This is an optimization exercise on Yosys and OpenROAD, whose aim is small area and a short achievable clock period, not a production implementation. No functional check of the RTL was part of any run shown here. No activity file was given, so power comes from the tool's default toggle rates.

==> flow/design.v, too long to show whole: its modules and the start of the top module <==
// module fullAdd: 10 lines
// module halfAdd: 9 lines
// module boothEnc: 10 lines
// module boothSel: 10 lines
// module wallaceMulTop: 1048 lines
module wallaceMulTop (
	input  logic        clk,
	input  logic        arstN,
	input  logic        reqValid,
	input  logic [15:0] reqOpA,
	input  logic [15:0] reqOpB,
	output logic        respValid,
	output logic [31:0] respProduct
);
  // ...
==> flow/flow/run.sh <==
#!/bin/bash
# The standard layout (standard.sh, unchanged synthesis) with two changes:
# the port buffers are plain buf_2 cells instead of the delay buffers that
# buffer_ports picks by default, and the clock tree is built from clkbuf_4 and
# clkbuf_8 cells without dummy loads.
set -euo pipefail
export BUFFER_PORTS_ARGS="-buffer_cell sky130_fd_sc_hd__buf_2"
export CTS_ARGS="-sink_clustering_enable -repair_clock_nets -buf_list {sky130_fd_sc_hd__clkbuf_4 sky130_fd_sc_hd__clkbuf_8} -dont_use_dummy_load"
bash standard.sh > standard.log 2>&1
==> flow/standard.sh <==
#!/bin/bash
# synth_recipe.tcl (not shown) runs the flow's synth.tcl, then flattens the netlist and writes it again
# the make line also repeats each setting of config.mk as NAME=value (left out here)
make -C /OpenROAD-flow-scripts/flow DESIGN_CONFIG=/design/flow/config.mk WORK_HOME=/design/flow/orfs CLKGATE_MAP_FILE= SYNTH_SCRIPT=/design/flow/synth_recipe.tcl "${@:-finish}"
==> flow/config.mk <==
export PLATFORM = sky130hd
export DESIGN_NAME = wallaceMulTop
export DESIGN_NICKNAME = wallaceMulTop
export VERILOG_FILES = /design/flow/design.v
export SDC_FILE = /design/flow/constraint.sdc
export NUM_CORES = 4
export LEC_CHECK = 0
export ABC_CLOCK_PERIOD_IN_PS = 2500
export CAP_MARGIN = 20
export CORE_MARGIN = 2
export CORE_UTILIZATION = 60
export SETUP_SLACK_MARGIN = 2.1
export SLEW_MARGIN = 20
export SYNTH_HIERARCHICAL = 1
==> flow/constraint.sdc <==
create_clock -name core_clock -period 4.3 [get_ports {clk}]
set_input_delay 0.8600 -clock core_clock [delete_from_list [all_inputs] [get_ports {clk}]]
set_output_delay 0.8600 -clock core_clock [all_outputs]
set_load 0.01 [all_outputs]
==> flow_summary_export.csv, run 1 <==
group,metric,value,unit
power,p_per_area,686,nW/µm²
power,powerComb,4.96,mW
cells_and_area,nClkBuffers,36,
cells_and_area,largest_cell_class,"multi-input gates",
sta,hold_viol_final,0,
sta,drv_slew,0,
detailed_routing,route.detailed.drc,0,
power,p_int,5.87,mW
setup_path,critPathLaunch,"s2_q[24]",
setup_path,end_kind,"flip-flop",
run,maxCapViolCount,0,
detailed_routing,postRouteWirelength,28000,µm
setup_path,critical_path.slowest_cell,"dfxtp_2",
detailed_routing,antenna_left,0,
setup_path,crit_cells,9,
setup_path,crit_chain,"ha_4, ha_4, and2_4, a221o_1, a21o_1, a21oi_4, o22a_4, a31oi_4, xor2_1",
sta,fin_crit_sh,52.8,%
setup_path,crit_family,"compound AO/OA/AOI/OAI gates",
status,outcome,"complete, no violations",
detailed_routing,viasPerCell,5.82,
cells_and_area,finish.utilization,74.4,%
synth,synth_top_family_by_area,"adder cells",
cts,cts_hold_buf,0,
sta,finalCriticalPeriod,2270,ps
synth,muxShareOfSynthArea,0,%
power,leakage,5.39,nW
cells_and_area,seq_area,4260,µm²
cells_and_area,multi_input_area_share,54.6,%
setup_path,r2r_cells,9,
floorplanning,rows,50,
synth,ys.flop_type,"dfxtp_1",
power,peakVddDrop,459,µV
min_path,hold_path.class,"in2async",
floorplanning,pin_count,68,
cts,cts_sinks,212,
setup_path,slowest_delay,320,ps
synth,synth.distinct_cells,43,
==> run 2, diff against run 1 <==
--- a/flow/design.v
+++ b/flow/design.v
@@ -237,152 +237,152 @@
 	logic pp8_8;
 	logic pp8_9;
 	logic pp8_10;
 	logic pp8_11;
 	logic pp8_12;
 	logic pp8_13;
 	logic pp8_14;
 	logic pp8_15;
-	boothSel upp0_0 (.one(one[0]), .two(two[0]), .neg(neg[0]), .a(reqOpA[0]), .aLow(1'b0), .pp(pp0_0));
+	assign pp0_0 = (one[0] & reqOpA[0]) ^ neg[0];
 	boothSel upp0_1 (.one(one[0]), .two(two[0]), .neg(neg[0]), .a(reqOpA[1]), .aLow(reqOpA[0]), .pp(pp0_1));
 	boothSel upp0_2 (.one(one[0]), .two(two[0]), .neg(neg[0]), .a(reqOpA[2]), .aLow(reqOpA[1]), .pp(pp0_2));
 	boothSel upp0_3 (.one(one[0]), .two(two[0]), .neg(neg[0]), .a(reqOpA[3]), .aLow(reqOpA[2]), .pp(pp0_3));
 	boothSel upp0_4 (.one(one[0]), .two(two[0]), .neg(neg[0]), .a(reqOpA[4]), .aLow(reqOpA[3]), .pp(pp0_4));
 	boothSel upp0_5 (.one(one[0]), .two(two[0]), .neg(neg[0]), .a(reqOpA[5]), .aLow(reqOpA[4]), .pp(pp0_5));
 	boothSel upp0_6 (.one(one[0]), .two(two[0]), .neg(neg[0]), .a(reqOpA[6]), .aLow(reqOpA[5]), .pp(pp0_6));
 	boothSel upp0_7 (.one(one[0]), .two(two[0]), .neg(neg[0]), .a(reqOpA[7]), .aLow(reqOpA[6]), .pp(pp0_7));
 	boothSel upp0_8 (.one(one[0]), .two(two[0]), .neg(neg[0]), .a(reqOpA[8]), .aLow(reqOpA[7]), .pp(pp0_8));
 	boothSel upp0_9 (.one(one[0]), .two(two[0]), .neg(neg[0]), .a(reqOpA[9]), .aLow(reqOpA[8]), .pp(pp0_9));
 	boothSel upp0_10 (.one(one[0]), .two(two[0]), .neg(neg[0]), .a(reqOpA[10]), .aLow(reqOpA[9]), .pp(pp0_10));
 	boothSel upp0_11 (.one(one[0]), .two(two[0]), .neg(neg[0]), .a(reqOpA[11]), .aLow(reqOpA[10]), .pp(pp0_11));
 	boothSel upp0_12 (.one(one[0]), .two(two[0]), .neg(neg[0]), .a(reqOpA[12]), .aLow(reqOpA[11]), .pp(pp0_12));
 	boothSel upp0_13 (.one(one[0]), .two(two[0]), .neg(neg[0]), .a(reqOpA[13]), .aLow(reqOpA[12]), .pp(pp0_13));
 	boothSel upp0_14 (.one(one[0]), .two(two[0]), .neg(neg[0]), .a(reqOpA[14]), .aLow(reqOpA[13]), .pp(pp0_14));
 	boothSel upp0_15 (.one(one[0]), .two(two[0]), .neg(neg[0]), .a(reqOpA[15]), .aLow(reqOpA[14]), .pp(pp0_15));
-	boothSel upp0_16 (.one(one[0]), .two(two[0]), .neg(neg[0]), .a(1'b0), .aLow(reqOpA[15]), .pp(pp0_16));
-	boothSel upp1_0 (.one(one[1]), .two(two[1]), .neg(neg[1]), .a(reqOpA[0]), .aLow(1'b0), .pp(pp1_0));
+	assign pp0_16 = (two[0] & reqOpA[15]) ^ neg[0];
+	assign pp1_0 = (one[1] & reqOpA[0]) ^ neg[1];
 	boothSel upp1_1 (.one(one[1]), .two(two[1]), .neg(neg[1]), .a(reqOpA[1]), .aLow(reqOpA[0]), .pp(pp1_1));
 	boothSel upp1_2 (.one(one[1]), .two(two[1]), .neg(neg[1]), .a(reqOpA[2]), .aLow(reqOpA[1]), .pp(pp1_2));
 	boothSel upp1_3 (.one(one[1]), .two(two[1]), .neg(neg[1]), .a(reqOpA[3]), .aLow(reqOpA[2]), .pp(pp1_3));
 	boothSel upp1_4 (.one(one[1]), .two(two[1]), .neg(neg[1]), .a(reqOpA[4]), .aLow(reqOpA[3]), .pp(pp1_4));
 	boothSel upp1_5 (.one(one[1]), .two(two[1]), .neg(neg[1]), .a(reqOpA[5]), .aLow(reqOpA[4]), .pp(pp1_5));
 	boothSel upp1_6 (.one(one[1]), .two(two[1]), .neg(neg[1]), .a(reqOpA[6]), .aLow(reqOpA[5]), .pp(pp1_6));
 	boothSel upp1_7 (.one(one[1]), .two(two[1]), .neg(neg[1]), .a(reqOpA[7]), .aLow(reqOpA[6]), .pp(pp1_7));
 	boothSel upp1_8 (.one(one[1]), .two(two[1]), .neg(neg[1]), .a(reqOpA[8]), .aLow(reqOpA[7]), .pp(pp1_8));
 	boothSel upp1_9 (.one(one[1]), .two(two[1]), .neg(neg[1]), .a(reqOpA[9]), .aLow(reqOpA[8]), .pp(pp1_9));
 	boothSel upp1_10 (.one(one[1]), .two(two[1]), .neg(neg[1]), .a(reqOpA[10]), .aLow(reqOpA[9]), .pp(pp1_10));
 	boothSel upp1_11 (.one(one[1]), .two(two[1]), .neg(neg[1]), .a(reqOpA[11]), .aLow(reqOpA[10]), .pp(pp1_11));
 	boothSel upp1_12 (.one(one[1]), .two(two[1]), .neg(neg[1]), .a(reqOpA[12]), .aLow(reqOpA[11]), .pp(pp1_12));
 	boothSel upp1_13 (.one(one[1]), .two(two[1]), .neg(neg[1]), .a(reqOpA[13]), .aLow(reqOpA[12]), .pp(pp1_13));
 	boothSel upp1_14 (.one(one[1]), .two(two[1]), .neg(neg[1]), .a(reqOpA[14]), .aLow(reqOpA[13]), .pp(pp1_14));
 	boothSel upp1_15 (.one(one[1]), .two(two[1]), .neg(neg[1]), .a(reqOpA[15]), .aLow(reqOpA[14]), .pp(pp1_15));
-	boothSel upp1_16 (.one(one[1]), .two(two[1]), .neg(neg[1]), .a(1'b0), .aLow(reqOpA[15]), .pp(pp1_16));
-	boothSel upp2_0 (.one(one[2]), .two(two[2]), .neg(neg[2]), .a(reqOpA[0]), .aLow(1'b0), .pp(pp2_0));
+	assign pp1_16 = (two[1] & reqOpA[15]) ^ neg[1];
+	assign pp2_0 = (one[2] & reqOpA[0]) ^ neg[2];
 	boothSel upp2_1 (.one(one[2]), .two(two[2]), .neg(neg[2]), .a(reqOpA[1]), .aLow(reqOpA[0]), .pp(pp2_1));
 	boothSel upp2_2 (.one(one[2]), .two(two[2]), .neg(neg[2]), .a(reqOpA[2]), .aLow(reqOpA[1]), .pp(pp2_2));
 	boothSel upp2_3 (.one(one[2]), .two(two[2]), .neg(neg[2]), .a(reqOpA[3]), .aLow(reqOpA[2]), .pp(pp2_3));
 	boothSel upp2_4 (.one(one[2]), .two(two[2]), .neg(neg[2]), .a(reqOpA[4]), .aLow(reqOpA[3]), .pp(pp2_4));
 	boothSel upp2_5 (.one(one[2]), .two(two[2]), .neg(neg[2]), .a(reqOpA[5]), .aLow(reqOpA[4]), .pp(pp2_5));
 	boothSel upp2_6 (.one(one[2]), .two(two[2]), .neg(neg[2]), .a(reqOpA[6]), .aLow(reqOpA[5]), .pp(pp2_6));
 	boothSel upp2_7 (.one(one[2]), .two(two[2]), .neg(neg[2]), .a(reqOpA[7]), .aLow(reqOpA[6]), .pp(pp2_7));
 	boothSel upp2_8 (.one(one[2]), .two(two[2]), .neg(neg[2]), .a(reqOpA[8]), .aLow(reqOpA[7]), .pp(pp2_8));
 	boothSel upp2_9 (.one(one[2]), .two(two[2]), .neg(neg[2]), .a(reqOpA[9]), .aLow(reqOpA[8]), .pp(pp2_9));
 	boothSel upp2_10 (.one(one[2]), .two(two[2]), .neg(neg[2]), .a(reqOpA[10]), .aLow(reqOpA[9]), .pp(pp2_10));
 	boothSel upp2_11 (.one(one[2]), .two(two[2]), .neg(neg[2]), .a(reqOpA[11]), .aLow(reqOpA[10]), .pp(pp2_11));
 	boothSel upp2_12 (.one(one[2]), .two(two[2]), .neg(neg[2]), .a(reqOpA[12]), .aLow(reqOpA[11]), .pp(pp2_12));
 	boothSel upp2_13 (.one(one[2]), .two(two[2]), .neg(neg[2]), .a(reqOpA[13]), .aLow(reqOpA[12]), .pp(pp2_13));
 	boothSel upp2_14 (.one(one[2]), .two(two[2]), .neg(neg[2]), .a(reqOpA[14]), .aLow(reqOpA[13]), .pp(pp2_14));
 	boothSel upp2_15 (.one(one[2]), .two(two[2]), .neg(neg[2]), .a(reqOpA[15]), .aLow(reqOpA[14]), .pp(pp2_15));
-	boothSel upp2_16 (.one(one[2]), .two(two[2]), .neg(neg[2]), .a(1'b0), .aLow(reqOpA[15]), .pp(pp2_16));
-	boothSel upp3_0 (.one(one[3]), .two(two[3]), .neg(neg[3]), .a(reqOpA[0]), .aLow(1'b0), .pp(pp3_0));
+	assign pp2_16 = (two[2] & reqOpA[15]) ^ neg[2];
+	assign pp3_0 = (one[3] & reqOpA[0]) ^ neg[3];
 	boothSel upp3_1 (.one(one[3]), .two(two[3]), .neg(neg[3]), .a(reqOpA[1]), .aLow(reqOpA[0]), .pp(pp3_1));
 	boothSel upp3_2 (.one(one[3]), .two(two[3]), .neg(neg[3]), .a(reqOpA[2]), .aLow(reqOpA[1]), .pp(pp3_2));
 	boothSel upp3_3 (.one(one[3]), .two(two[3]), .neg(neg[3]), .a(reqOpA[3]), .aLow(reqOpA[2]), .pp(pp3_3));
 	boothSel upp3_4 (.one(one[3]), .two(two[3]), .neg(neg[3]), .a(reqOpA[4]), .aLow(reqOpA[3]), .pp(pp3_4));
 	boothSel upp3_5 (.one(one[3]), .two(two[3]), .neg(neg[3]), .a(reqOpA[5]), .aLow(reqOpA[4]), .pp(pp3_5));
 	boothSel upp3_6 (.one(one[3]), .two(two[3]), .neg(neg[3]), .a(reqOpA[6]), .aLow(reqOpA[5]), .pp(pp3_6));
 	boothSel upp3_7 (.one(one[3]), .two(two[3]), .neg(neg[3]), .a(reqOpA[7]), .aLow(reqOpA[6]), .pp(pp3_7));
 	boothSel upp3_8 (.one(one[3]), .two(two[3]), .neg(neg[3]), .a(reqOpA[8]), .aLow(reqOpA[7]), .pp(pp3_8));
 	boothSel upp3_9 (.one(one[3]), .two(two[3]), .neg(neg[3]), .a(reqOpA[9]), .aLow(reqOpA[8]), .pp(pp3_9));
 	boothSel upp3_10 (.one(one[3]), .two(two[3]), .neg(neg[3]), .a(reqOpA[10]), .aLow(reqOpA[9]), .pp(pp3_10));
 	boothSel upp3_11 (.one(one[3]), .two(two[3]), .neg(neg[3]), .a(reqOpA[11]), .aLow(reqOpA[10]), .pp(pp3_11));
 	boothSel upp3_12 (.one(one[3]), .two(two[3]), .neg(neg[3]), .a(reqOpA[12]), .aLow(reqOpA[11]), .pp(pp3_12));
 	boothSel upp3_13 (.one(one[3]), .two(two[3]), .neg(neg[3]), .a(reqOpA[13]), .aLow(reqOpA[12]), .pp(pp3_13));
 	boothSel upp3_14 (.one(one[3]), .two(two[3]), .neg(neg[3]), .a(reqOpA[14]), .aLow(reqOpA[13]), .pp(pp3_14));
 	boothSel upp3_15 (.one(one[3]), .two(two[3]), .neg(neg[3]), .a(reqOpA[15]), .aLow(reqOpA[14]), .pp(pp3_15));
-	boothSel upp3_16 (.one(one[3]), .two(two[3]), .neg(neg[3]), .a(1'b0), .aLow(reqOpA[15]), .pp(pp3_16));
-	boothSel upp4_0 (.one(one[4]), .two(two[4]), .neg(neg[4]), .a(reqOpA[0]), .aLow(1'b0), .pp(pp4_0));
+	assign pp3_16 = (two[3] & reqOpA[15]) ^ neg[3];
+	assign pp4_0 = (one[4] & reqOpA[0]) ^ neg[4];
 	boothSel upp4_1 (.one(one[4]), .two(two[4]), .neg(neg[4]), .a(reqOpA[1]), .aLow(reqOpA[0]), .pp(pp4_1));
 	boothSel upp4_2 (.one(one[4]), .two(two[4]), .neg(neg[4]), .a(reqOpA[2]), .aLow(reqOpA[1]), .pp(pp4_2));
 	boothSel upp4_3 (.one(one[4]), .two(two[4]), .neg(neg[4]), .a(reqOpA[3]), .aLow(reqOpA[2]), .pp(pp4_3));
 	boothSel upp4_4 (.one(one[4]), .two(two[4]), .neg(neg[4]), .a(reqOpA[4]), .aLow(reqOpA[3]), .pp(pp4_4));
 	boothSel upp4_5 (.one(one[4]), .two(two[4]), .neg(neg[4]), .a(reqOpA[5]), .aLow(reqOpA[4]), .pp(pp4_5));
 	boothSel upp4_6 (.one(one[4]), .two(two[4]), .neg(neg[4]), .a(reqOpA[6]), .aLow(reqOpA[5]), .pp(pp4_6));
 	boothSel upp4_7 (.one(one[4]), .two(two[4]), .neg(neg[4]), .a(reqOpA[7]), .aLow(reqOpA[6]), .pp(pp4_7));
 	boothSel upp4_8 (.one(one[4]), .two(two[4]), .neg(neg[4]), .a(reqOpA[8]), .aLow(reqOpA[7]), .pp(pp4_8));
 	boothSel upp4_9 (.one(one[4]), .two(two[4]), .neg(neg[4]), .a(reqOpA[9]), .aLow(reqOpA[8]), .pp(pp4_9));
 	boothSel upp4_10 (.one(one[4]), .two(two[4]), .neg(neg[4]), .a(reqOpA[10]), .aLow(reqOpA[9]), .pp(pp4_10));
 	boothSel upp4_11 (.one(one[4]), .two(two[4]), .neg(neg[4]), .a(reqOpA[11]), .aLow(reqOpA[10]), .pp(pp4_11));
 	boothSel upp4_12 (.one(one[4]), .two(two[4]), .neg(neg[4]), .a(reqOpA[12]), .aLow(reqOpA[11]), .pp(pp4_12));
 	boothSel upp4_13 (.one(one[4]), .two(two[4]), .neg(neg[4]), .a(reqOpA[13]), .aLow(reqOpA[12]), .pp(pp4_13));
 	boothSel upp4_14 (.one(one[4]), .two(two[4]), .neg(neg[4]), .a(reqOpA[14]), .aLow(reqOpA[13]), .pp(pp4_14));
 	boothSel upp4_15 (.one(one[4]), .two(two[4]), .neg(neg[4]), .a(reqOpA[15]), .aLow(reqOpA[14]), .pp(pp4_15));
-	boothSel upp4_16 (.one(one[4]), .two(two[4]), .neg(neg[4]), .a(1'b0), .aLow(reqOpA[15]), .pp(pp4_16));
-	boothSel upp5_0 (.one(one[5]), .two(two[5]), .neg(neg[5]), .a(reqOpA[0]), .aLow(1'b0), .pp(pp5_0));
+	assign pp4_16 = (two[4] & reqOpA[15]) ^ neg[4];
+	assign pp5_0 = (one[5] & reqOpA[0]) ^ neg[5];
 	boothSel upp5_1 (.one(one[5]), .two(two[5]), .neg(neg[5]), .a(reqOpA[1]), .aLow(reqOpA[0]), .pp(pp5_1));
 	boothSel upp5_2 (.one(one[5]), .two(two[5]), .neg(neg[5]), .a(reqOpA[2]), .aLow(reqOpA[1]), .pp(pp5_2));
 	boothSel upp5_3 (.one(one[5]), .two(two[5]), .neg(neg[5]), .a(reqOpA[3]), .aLow(reqOpA[2]), .pp(pp5_3));
 	boothSel upp5_4 (.one(one[5]), .two(two[5]), .neg(neg[5]), .a(reqOpA[4]), .aLow(reqOpA[3]), .pp(pp5_4));
 	boothSel upp5_5 (.one(one[5]), .two(two[5]), .neg(neg[5]), .a(reqOpA[5]), .aLow(reqOpA[4]), .pp(pp5_5));
 	boothSel upp5_6 (.one(one[5]), .two(two[5]), .neg(neg[5]), .a(reqOpA[6]), .aLow(reqOpA[5]), .pp(pp5_6));
 	boothSel upp5_7 (.one(one[5]), .two(two[5]), .neg(neg[5]), .a(reqOpA[7]), .aLow(reqOpA[6]), .pp(pp5_7));
 	boothSel upp5_8 (.one(one[5]), .two(two[5]), .neg(neg[5]), .a(reqOpA[8]), .aLow(reqOpA[7]), .pp(pp5_8));
 	boothSel upp5_9 (.one(one[5]), .two(two[5]), .neg(neg[5]), .a(reqOpA[9]), .aLow(reqOpA[8]), .pp(pp5_9));
 	boothSel upp5_10 (.one(one[5]), .two(two[5]), .neg(neg[5]), .a(reqOpA[10]), .aLow(reqOpA[9]), .pp(pp5_10));
 	boothSel upp5_11 (.one(one[5]), .two(two[5]), .neg(neg[5]), .a(reqOpA[11]), .aLow(reqOpA[10]), .pp(pp5_11));
 	boothSel upp5_12 (.one(one[5]), .two(two[5]), .neg(neg[5]), .a(reqOpA[12]), .aLow(reqOpA[11]), .pp(pp5_12));
 	boothSel upp5_13 (.one(one[5]), .two(two[5]), .neg(neg[5]), .a(reqOpA[13]), .aLow(reqOpA[12]), .pp(pp5_13));
 	boothSel upp5_14 (.one(one[5]), .two(two[5]), .neg(neg[5]), .a(reqOpA[14]), .aLow(reqOpA[13]), .pp(pp5_14));
 	boothSel upp5_15 (.one(one[5]), .two(two[5]), .neg(neg[5]), .a(reqOpA[15]), .aLow(reqOpA[14]), .pp(pp5_15));
-	boothSel upp5_16 (.one(one[5]), .two(two[5]), .neg(neg[5]), .a(1'b0), .aLow(reqOpA[15]), .pp(pp5_16));
-	boothSel upp6_0 (.one(one[6]), .two(two[6]), .neg(neg[6]), .a(reqOpA[0]), .aLow(1'b0), .pp(pp6_0));
+	assign pp5_16 = (two[5] & reqOpA[15]) ^ neg[5];
+	assign pp6_0 = (one[6] & reqOpA[0]) ^ neg[6];
 	boothSel upp6_1 (.one(one[6]), .two(two[6]), .neg(neg[6]), .a(reqOpA[1]), .aLow(reqOpA[0]), .pp(pp6_1));
 	boothSel upp6_2 (.one(one[6]), .two(two[6]), .neg(neg[6]), .a(reqOpA[2]), .aLow(reqOpA[1]), .pp(pp6_2));
 	boothSel upp6_3 (.one(one[6]), .two(two[6]), .neg(neg[6]), .a(reqOpA[3]), .aLow(reqOpA[2]), .pp(pp6_3));
 	boothSel upp6_4 (.one(one[6]), .two(two[6]), .neg(neg[6]), .a(reqOpA[4]), .aLow(reqOpA[3]), .pp(pp6_4));
 	boothSel upp6_5 (.one(one[6]), .two(two[6]), .neg(neg[6]), .a(reqOpA[5]), .aLow(reqOpA[4]), .pp(pp6_5));
 	boothSel upp6_6 (.one(one[6]), .two(two[6]), .neg(neg[6]), .a(reqOpA[6]), .aLow(reqOpA[5]), .pp(pp6_6));
 	boothSel upp6_7 (.one(one[6]), .two(two[6]), .neg(neg[6]), .a(reqOpA[7]), .aLow(reqOpA[6]), .pp(pp6_7));
 	boothSel upp6_8 (.one(one[6]), .two(two[6]), .neg(neg[6]), .a(reqOpA[8]), .aLow(reqOpA[7]), .pp(pp6_8));
 	boothSel upp6_9 (.one(one[6]), .two(two[6]), .neg(neg[6]), .a(reqOpA[9]), .aLow(reqOpA[8]), .pp(pp6_9));
 	boothSel upp6_10 (.one(one[6]), .two(two[6]), .neg(neg[6]), .a(reqOpA[10]), .aLow(reqOpA[9]), .pp(pp6_10));
 	boothSel upp6_11 (.one(one[6]), .two(two[6]), .neg(neg[6]), .a(reqOpA[11]), .aLow(reqOpA[10]), .pp(pp6_11));
 	boothSel upp6_12 (.one(one[6]), .two(two[6]), .neg(neg[6]), .a(reqOpA[12]), .aLow(reqOpA[11]), .pp(pp6_12));
 	boothSel upp6_13 (.one(one[6]), .two(two[6]), .neg(neg[6]), .a(reqOpA[13]), .aLow(reqOpA[12]), .pp(pp6_13));
 	boothSel upp6_14 (.one(one[6]), .two(two[6]), .neg(neg[6]), .a(reqOpA[14]), .aLow(reqOpA[13]), .pp(pp6_14));
 	boothSel upp6_15 (.one(one[6]), .two(two[6]), .neg(neg[6]), .a(reqOpA[15]), .aLow(reqOpA[14]), .pp(pp6_15));
-	boothSel upp6_16 (.one(one[6]), .two(two[6]), .neg(neg[6]), .a(1'b0), .aLow(reqOpA[15]), .pp(pp6_16));
-	boothSel upp7_0 (.one(one[7]), .two(two[7]), .neg(neg[7]), .a(reqOpA[0]), .aLow(1'b0), .pp(pp7_0));
+	assign pp6_16 = (two[6] & reqOpA[15]) ^ neg[6];
+	assign pp7_0 = (one[7] & reqOpA[0]) ^ neg[7];
 	boothSel upp7_1 (.one(one[7]), .two(two[7]), .neg(neg[7]), .a(reqOpA[1]), .aLow(reqOpA[0]), .pp(pp7_1));
 	boothSel upp7_2 (.one(one[7]), .two(two[7]), .neg(neg[7]), .a(reqOpA[2]), .aLow(reqOpA[1]), .pp(pp7_2));
 	boothSel upp7_3 (.one(one[7]), .two(two[7]), .neg(neg[7]), .a(reqOpA[3]), .aLow(reqOpA[2]), .pp(pp7_3));
 	boothSel upp7_4 (.one(one[7]), .two(two[7]), .neg(neg[7]), .a(reqOpA[4]), .aLow(reqOpA[3]), .pp(pp7_4));
 	boothSel upp7_5 (.one(one[7]), .two(two[7]), .neg(neg[7]), .a(reqOpA[5]), .aLow(reqOpA[4]), .pp(pp7_5));
 	boothSel upp7_6 (.one(one[7]), .two(two[7]), .neg(neg[7]), .a(reqOpA[6]), .aLow(reqOpA[5]), .pp(pp7_6));
 	boothSel upp7_7 (.one(one[7]), .two(two[7]), .neg(neg[7]), .a(reqOpA[7]), .aLow(reqOpA[6]), .pp(pp7_7));
 	boothSel upp7_8 (.one(one[7]), .two(two[7]), .neg(neg[7]), .a(reqOpA[8]), .aLow(reqOpA[7]), .pp(pp7_8));
 	boothSel upp7_9 (.one(one[7]), .two(two[7]), .neg(neg[7]), .a(reqOpA[9]), .aLow(reqOpA[8]), .pp(pp7_9));
 	boothSel upp7_10 (.one(one[7]), .two(two[7]), .neg(neg[7]), .a(reqOpA[10]), .aLow(reqOpA[9]), .pp(pp7_10));
 	boothSel upp7_11 (.one(one[7]), .two(two[7]), .neg(neg[7]), .a(reqOpA[11]), .aLow(reqOpA[10]), .pp(pp7_11));
 	boothSel upp7_12 (.one(one[7]), .two(two[7]), .neg(neg[7]), .a(reqOpA[12]), .aLow(reqOpA[11]), .pp(pp7_12));
 	boothSel upp7_13 (.one(one[7]), .two(two[7]), .neg(neg[7]), .a(reqOpA[13]), .aLow(reqOpA[12]), .pp(pp7_13));
 	boothSel upp7_14 (.one(one[7]), .two(two[7]), .neg(neg[7]), .a(reqOpA[14]), .aLow(reqOpA[13]), .pp(pp7_14));
 	boothSel upp7_15 (.one(one[7]), .two(two[7]), .neg(neg[7]), .a(reqOpA[15]), .aLow(reqOpA[14]), .pp(pp7_15));
-	boothSel upp7_16 (.one(one[7]), .two(two[7]), .neg(neg[7]), .a(1'b0), .aLow(reqOpA[15]), .pp(pp7_16));
+	assign pp7_16 = (two[7] & reqOpA[15]) ^ neg[7];
 	assign pp8_0 = reqOpA[0] & reqOpB[15];
 	assign pp8_1 = reqOpA[1] & reqOpB[15];
 	assign pp8_2 = reqOpA[2] & reqOpB[15];
 	assign pp8_3 = reqOpA[3] & reqOpB[15];
 	assign pp8_4 = reqOpA[4] & reqOpB[15];
 	assign pp8_5 = reqOpA[5] & reqOpB[15];
 	assign pp8_6 = reqOpA[6] & reqOpB[15];
 	assign pp8_7 = reqOpA[7] & reqOpB[15];
==> flow/flow/run.sh (replaced) <==
#!/bin/bash
# The standard layout (standard.sh, unchanged synthesis) with two changes:
# the port buffers are plain buf_2 cells instead of the delay buffers that
# buffer_ports picks by default, and the clock tree is built from clkbuf_8 cells without dummy loads.
set -euo pipefail
export BUFFER_PORTS_ARGS="-buffer_cell sky130_fd_sc_hd__buf_2"
export CTS_ARGS="-sink_clustering_enable -repair_clock_nets -buf_list sky130_fd_sc_hd__clkbuf_8 -dont_use_dummy_load"
bash standard.sh > standard.log 2>&1
==> flow/config.mk (replaced) <==
export PLATFORM = sky130hd
export DESIGN_NAME = wallaceMulTop
export DESIGN_NICKNAME = wallaceMulTop
export VERILOG_FILES = /design/flow/design.v
export SDC_FILE = /design/flow/constraint.sdc
export NUM_CORES = 4
export LEC_CHECK = 0
export ABC_AREA = 1
export ABC_CLOCK_PERIOD_IN_PS = 2500
export CAP_MARGIN = 20
export CORE_MARGIN = 2
export CORE_UTILIZATION = 60
export SETUP_SLACK_MARGIN = 2.1
export SLEW_MARGIN = 20
export SYNTH_HIERARCHICAL = 1
==> run 2 against run 1 <==
Count of clock-buffer cells in the layout increased by 1. Sequential share of layout area shrank 0.49 points. Highest routed layer unchanged. Wire length increased by 14%. Critical endpoint is now s2_q[43]. Area after synthesis is 10% higher. Die area rose by 10%. Fmax increased by 3.8%. Still clean on timing, DRC and antenna.
==> flow_summary_export.csv, run 2 <==
group,metric,value,unit
status,outcome,"complete, no violations",
synth,yosys_warnings,7,
sta,clock_skew,41.0,ps
setup_path,critical_path.slowest_cell,"fa_1",
synth,muxShareOfSynthArea,0,%
synth,synth_area,12700,µm²
setup_path,slowest_delay,500,ps
synth,synth_top_area_cell,"dfxtp_1",
synth,synth-adder-area-share,23.9,%
cells_and_area,drive_gt1_share,8.95,%
synth,syn_avg_cell_area,7.53,µm²
detailed_routing,vias,10626,
detailed_routing,antenna_left,0,
setup_path,crit_type,"reg2reg",
sta,finalCriticalPeriod,2190,ps
placed_design,place_congestion,0.853,
cts,cts_sinks,212,
cells_and_area,largest_register_ffs,125,
synth,seq_area_frac_synth,33.6,%
synth,async_reset_ff_share,1.42,%
floorplanning,die_area,22300,µm²
floorplanning,fp.dieH,149,µm
cts,cts_buffers,37,
detailed_routing,viasPerCell,5.15,
setup_path,crit_fanout,1,
setup_path,start_kind,"flip-flop",
cts,cts_hold_buf,0,
cells_and_area,largestRegisters,"s1_q (125), s2_q (52), respProduct (32)",
grt,gr-usage-all-layers,30.0,%
floorplanning,pin_count,68,
sta,setup_slack,2110,ps
min_path,hold_path.class,"in2async",
cells_and_area,top_register,"s1_q",
setup_path,crit_family,"adder cells",
sta,hold_viol_final,0,
synth,synth-seq-cells,212,
synth,synth.distinct_cells,23,
setup_path,crit_cells,4,
synth,synth_cells,1682,
synth,yosysTopAreaCellShare,33.1,%
placed_design,dp.cells,2022,
sta,holdWs,139,ps
grt,antenna_found_initial,1,
setup_path,end_kind,"flip-flop",
synth,synth_edf_count,0,
setup_path,path_buf_inv,0,
floorplanning,chipWidth,149,µm
cts,cts_tree,"built",
floorplanning,start_util,60.6,%
sta,finalSetupViolCount,0,
grt,grt_overflow,0,
synth,synthSimpleGateAreaFrac,31.5,%
synth,synth_most_common_cell,"nand2_1",
detailed_routing,drt_iter0_drc,650,
synth,synthXorXnorAreaFrac,2.49,%
detailed_routing,postRouteWirelength,32000,µm
synth,synthTopCellsByArea,"dfxtp_1 33%, nand2_1 23%, fa_1 18%, inv_1 7.3%, nand3_1 6.2%",
cts,root_buffer,"clkbuf_8",
sta,tns,0,ps
floorplanning,core,20900,µm²
placed_design,pre_cts_slack,1150,ps
cts,clk_pin_slew,50,ps
setup_path,worstPathRequired,4680,ps
cells_and_area,final_common_cell,"nand2_1",
synth,netlist_top_cells_count,"776 x nand2_1, 245 x inv_1, 209 x dfxtp_1",
setup_path,r2r_cells,4,
cells_and_area,fin_cells,2063,
sta,drv_slew,0,
cts,cts_max_level,2,
synth,ys.flop_type,"dfxtp_1",
grt,grt_pass1_wl,51000,µm
run,maxCapViolCount,0,
cells_and_area,layout_common_cells,"768 x nand2_1, 245 x inv_1, 207 x dfxtp_1",
sta,fmax,457,MHz
power,peakVddDrop,238,µV
cells_and_area,nets,1996,
cells_and_area,fillers,1805,
placed_design,dp_hpwl,23300,µm
cells_and_area,syn2layout_area_growth,11.7,%
detailed_routing,avgRoutedWirePerCell,15.5,µm
detailed_routing,route.detailed.drc,0,
detailed_routing,dr.pass1.iters,7,
sta,tightest_slew,555,ps
synth,synth_top_family_by_area,"simple AND/OR/NAND/NOR gates",
sta,fin_crit_sh,50.8,%
grt,grt_pass1_vias,10113,
setup_path,crit_chain,"fa_2, fa_1, fa_2, fa_1",
cells_and_area,finish.utilization,67.7,%
cts,insertion_delay,530,ps
floorplanning,rows,53,
setup_path,crit_arrival,2570,ps
synth,synth_compound_area_share,0.544,%
cts,clockBufferDepth,3,
sta,rsz0062_at_grt,"yes",
sta,slew_headroom,62.9,%
power,leakage,7.90,nW
power,p_per_area,623,nW/µm²
placed_design,numPortBuffers,67,
grt,grt_max_degree,39,
[run 2: repair_timing]
| action | 4_1_cts | 5_1_grt |
|---|---|---|
| resized for setup | 22 | 17 |
| endpoints found under the setup margin | 86 | 73 |
| setup buffers | 0 | 3 |
| pin swaps | 1 | 7 |
[run 2: power by group]
| part | internal [mW] | leakage [nW] | switching (mW) | total (mW) |
|---|---|---|---|---|
| registers | 2.70 | 1.80 | 0.317 | 3.01 |
| logic | 1.69 | 5.84 | 2.63 | 4.32 |
| clock network | 0.758 | 0.266 | 0.719 | 1.48 |
[run 2: worst paths after layout]
| path | startpoint | to | slack (ps) |
|---|---|---|---|
| setup / recovery | s1_q[100] | s2_q[43] | 2110 |
| hold / removal | arstN | valid1_q | 140 |
| setup reg to reg | s1_q[100] | s2_q[43] | 2110 |
| hold reg to reg | s1_q[0] | s2_q[0] | 330 |
| max in group asynchronous | arstN | respValid | 4050 |
| min in group core_clock | s1_q[0] | s2_q[0] | 330 |
[run 2: per-layer routing]
| layer | vias up | global-route usage [%] | share of wire (%) |
|---|---|---|---|
| li1 | 5272 | - | - |
| met1 | 4866 | 41.0 | 44 |
| met2 | 411 | 48.4 | 45 |
| met3 | 77 | 4.74 | 8.1 |
| met4 | 0 | 11.1 | 3.3 |
| met5 | - | 0 | 0 |
[run 2: cell families after synthesis]
logic type | count (synthesis)
AO/OA/AOI/OAI | 13
flip-flops | 212
XOR/XNOR | 36
AND/OR/NAND/NOR | 991
other | 1
adder cells (fa/ha/maj) | 172
buffers and inverters | 257
[run 2: final cells by class]
cell class / instances / area [µm²] / area share (%)
Inverter: 245 / 920 / 6.50
Multi-Input combinational cell: 1215 / 7620 / 53.9
Timing Repair Buffer: 78 / 480 / 3.40
Sequential cell: 212 / 4260 / 30.1
Antenna cell: 1 / 2.50 / 0.0177
Tap cell: 275 / 344 / 2.43
Clock buffer: 37 / 509 / 3.60
[run 2: stage by stage]
step | power [mW] | instance area (µm²)
after CTS | 8.84 | 14000
after detailed placement | 7.31 | 13400
final | 8.81 | 14100
after floorplan | 5.93 | 12700
after global placement | 7.18 | 13400
after global routing | 9.60 | 14100
[run 2: Yosys stat by module (local to each module, per instance)]
| module | area (µm²) | copies in the design | cells inside | flops+latches |
|---|---|---|---|---|
| wallaceMulTop | 6340 | 1 | 633 | 212 |
| boothEnc | 41.3 | 8 | 8 | 0 |
| boothSel | 27.5 | 120 | 7 | 0 |
| fullAdd | 20.0 | 116 | 1 | 0 |
| halfAdd | 12.5 | 29 | 1 | 0 |
[run 2: worst register-to-register path: cells and delay by family (launching register included)]
| kind | cells | cell delay, ps |
|---|---|---|
| DFF | 1 | 320 |
| adders and majority gates | 4 | 1740 |
==> run 3, diff against run 2 <==
--- a/flow/config.mk
+++ b/flow/config.mk
@@ -5,7 +5,6 @@
 export SDC_FILE = /design/flow/constraint.sdc
 export NUM_CORES = 4
 export LEC_CHECK = 0
-export ABC_AREA = 1
 export ABC_CLOCK_PERIOD_IN_PS = 2500
 export CAP_MARGIN = 20
 export CORE_MARGIN = 2
==> run 3 against run 2 <==
Via count fell by 34%. Non-clock buffer count rose by 28. Die area fell by 11%. Total power rose by 4.6%. Clock skew fell by 19 ps. Combinational power rose by 6.5%. Cell count fell by 41%. Register-to-register slack barely moved. Highest routed layer unchanged.
==> flow_summary_export.csv, run 3 <==
group,metric,value,unit
status,outcome,"complete, no violations",
power,switching_share,37.6,%
detailed_routing,viasPerCell,5.79,
floorplanning,start_util,60.6,%
detailed_routing,dr.pass1.iters,4,
setup_path,worstPathRequired,4740,ps
sta,fmax,458,MHz
cells_and_area,final_common_cell,"dfxtp_1",
placed_design,numPortBuffers,67,
placed_design,dp_hpwl,17700,µm
floorplanning,rows,50,
setup_path,crit_type,"reg2reg",
synth,seq_area_frac_synth,37.8,%
synth,ys.flop_type,"dfxtp_1",
detailed_routing,route.detailed.drc,0,
cells_and_area,layout_common_cells,"207 x dfxtp_1, 149 x xnor2_1, 120 x a22oi_2",
power,p_int,5.75,mW
grt,gr-usage-all-layers,27.0,%
power,p_clk_share,15.9,%
sta,finalCriticalPeriod,2180,ps
floorplanning,pin_count,68,
power,peakVddDrop,341,µV
synth,synth_most_common_cell,"dfxtp_1",
detailed_routing,avgRoutedWirePerCell,21.4,µm
synth,synth_edf_count,0,
cts,clk_pin_slew,50,ps
synth,synth_cells,849,
cts,cts_sinks,212,
synth,synthTopCellsByArea,"dfxtp_1 37%, fa_1 21%, a22oi_2 13%, xnor2_1 12%, ha_1 6.2%",
power,power_switching,3.46,mW
grt,grt_overflow,0,
sta,slew_headroom,59.3,%
sta,finalSetupViolCount,0,
sta,tns,0,ps
synth,netlist_top_cells_count,"209 x dfxtp_1, 150 x xnor2_1, 120 x a22oi_2",
detailed_routing,antenna_left,0,
setup_path,reg2reg_from,"s2_q[20]",
cells_and_area,largestRegisters,"s1_q (125), s2_q (52), respProduct (32)",
detailed_routing,postRouteWirelength,26000,µm
setup_path,r2r_cells,9,
cts,clockBufferDepth,3,
sta,hold_viol_final,0,
setup_path,start_kind,"flip-flop",
sta,drv_slew,0,
floorplanning,chipWidth,141,µm
synth,synth_top_area_cell,"dfxtp_1",
synth,syn_avg_cell_area,13.3,µm²
synth,async_reset_ff_share,1.42,%
run,maxCapViolCount,0,
cts,insertion_delay,510,ps
setup_path,reg2reg_to,"respProduct[25]",
detailed_routing,vias,7045,
synth,synth_area,11300,µm²
synth,synth.distinct_cells,40,
cts,cts_max_level,2,
setup_path,crit_arrival,2630,ps
cells_and_area,antenna_cells,0,
power,seqPwrFrac,34.1,%
grt,antenna_found_initial,0,
floorplanning,die_area,19900,µm²
cells_and_area,top_register,"s1_q",
grt,grt_max_degree,34,
power,leakage,5.15,nW
synth,yosysTopAreaCellShare,37.2,%
cts,cts_tree,"built",
detailed_routing,drt_iter0_drc,301,
sta,tightest_slew,611,ps
sta,rsz0062_at_grt,"yes",
cells_and_area,nets,1192,
cells_and_area,largest_register_ffs,125,
setup_path,r2r_slack,2120,ps
cells_and_area,drive_gt1_share,33.8,%
grt,grt_pass1_vias,7480,
setup_path,crit_fanout,3,
sta,fin_crit_sh,50.8,%
sta,clock_skew,21.9,ps
floorplanning,fp.dieH,141,µm
power,comb_power_share,49.9,%
grt,grt_pass1_wl,40900,µm
synth,yosys_warnings,7,
floorplanning,core,18600,µm²
min_path,hold_path.class,"in2async",
cts,cts_buffers,37,
cts,cts_hold_buf,0,
synth,synth-seq-cells,212,
cells_and_area,finish.utilization,71.9,%
setup_path,end_kind,"flip-flop",
power,p_per_area,689,nW/µm²
cells_and_area,syn2layout_area_growth,18.7,%
placed_design,place_congestion,0.860,
cts,root_buffer,"clkbuf_8",
[run 3: cell types whose count changed in the layout (fill, tap and decap cells not counted), sizes merged, moves of 31 or more]
cell and delta:
nand3 -151, a22oi +120, nand2 -746, xnor2 +148
nor2 -31, inv -224
[run 3: routing by layer]
| layer | wire [µm] | track usage, % | vias up |
|---|---|---|---|
| li1 | - | - | 3189 |
| met1 | 11700 | 38.1 | 3563 |
| met2 | 12400 | 44.1 | 254 |
| met3 | 1500 | 4.62 | 39 |
| met4 | 365 | 6.32 | 0 |
| met5 | 0 | 0 | - |
[run 3: worst max-delay path by stage]
stage / slack, ps / startpoint / cells after the start / end
floorplan: 1980 / reqOpB[6] / 5 / s1_q[20]
global placement: 1050 / reqOpB[7] / 6 / s1_q[66]
detailed placement: 990 / reqOpB[7] / 6 / s1_q[60]
CTS: 2100 / s1_q[100] / 4 / s2_q[43]
global route: 2050 / s2_q[11] / 8 / respProduct[26]
finish: 2120 / s2_q[20] / 9 / respProduct[25]
[run 3: per-module statistics from Yosys (local to each module, per instance)]
| module | flip-flops and latches | cell area, µm² | cells | times used |
|---|---|---|---|---|
| boothEnc | 0 | 38.8 | 5 | 8 |
| boothSel | 0 | 21.3 | 2 | 120 |
| fullAdd | 0 | 20.0 | 1 | 116 |
| halfAdd | 0 | 12.5 | 1 | 29 |
| wallaceMulTop | 212 | 5710 | 424 | 1 |
[run 3: kinds of logic (layout without fill, tap and decap cells)]
logic type      after synthesis  in the layout  share of synthesized area [%]
flops                       212            212                           37.8
compound gates              182            182                           17.5
fa+ha+maj                   172            172                           26.8
xor+xnor                    166            166                           12.9
simple gates                 84             84                           3.53
buf+inv                      32            164                           1.33
other cells                   1              3                         0.0333
[run 3: power groups by stage]
stage          registers [mW]  clock network (mW)  logic (mW)
6_report                 3.14                1.47        4.60
3_3_place_gp             3.15                   0        3.88
4_1_cts                  3.15                1.51        4.35
2_1_floorplan            3.16                   0        2.83
3_5_place_dp             3.17                   0        4.03
5_1_grt                  3.21                1.59        5.16
[run 3: critical path, stage by stage (launching register included)]
cell and delay, ps:
dfxtp_2 330, ha_4 260, ha_4 190, a21o_1 200
a21oi_4 160, a21boi_4 210, o21ai_2 100, a31o_1 210
a221oi_2 320, xnor2_1 150
[run 3: repair_timing]
item | CTS | global route
pin swaps | 25 | 5
resized for setup | 31 | 27
setup buffers | 32 | 2
setup endpoints to repair | 115 | 43
[run 3: final cells by class]
| cell class | count | area, µm² |
|---|---|---|
| Clock buffer | 37 | 509 |
| Fill cell | 1283 | 5220 |
| Inverter | 21 | 78.8 |
| Multi-Input combinational cell | 607 | 7360 |
| Sequential cell | 212 | 4260 |
| Tap cell | 234 | 293 |
| Timing Repair Buffer | 106 | 858 |
[run 3: stage by stage]
| stage | hold WS [ps] | power (mW) | cells | instance area, µm² | worst slack [ps] |
|---|---|---|---|---|---|
| after floorplan | 310 | 5.98 | 851 | 11500 | 1980 |
| after global placement | 310 | 7.03 | 1146 | 12100 | 1050 |
| after detailed placement | 313 | 7.20 | 1146 | 12100 | 988 |
| after CTS | 103 | 9.01 | 1215 | 13200 | 2100 |
| after global routing | 111 | 9.96 | 1217 | 13400 | 2050 |
| final | 127 | 9.21 | 1217 | 13400 | 2120 |

## afterwards: timing with drivers on the ports
The results above use ideal ports. As a check the final layouts listed here were re-extracted and re-timed, cells and wires unchanged. Step 1: set_driving_cell puts a clkbuf_16 on clk and a buf_2 on each other input, an assumption about the parent block. Step 2 times the ports against the registers' clock, not the clock port: input delays grow and output delays shrink by t, the midpoint of the rising clock arrivals with the driver on. Three values: no drivers, after step 1, after step 2; two values: the first two.
run	shift t [ns]	setup WS [ns]	worst setup path at the end	worst slew at a driven data input, ns
run 1	0.545	2.032 / 2.032 / 1.590	input to register	0.05
run 2	0.552	2.114 / 2.114 / 1.624	input to register	0.04
run 3	0.540	2.116 / 2.116 / 1.632	input to register	0.05
After both steps setup and hold are still met in every run listed. For run 2, which loses most, drivers alone change the setup slack by 0.000 ns; drivers and shift together by -0.490 ns.
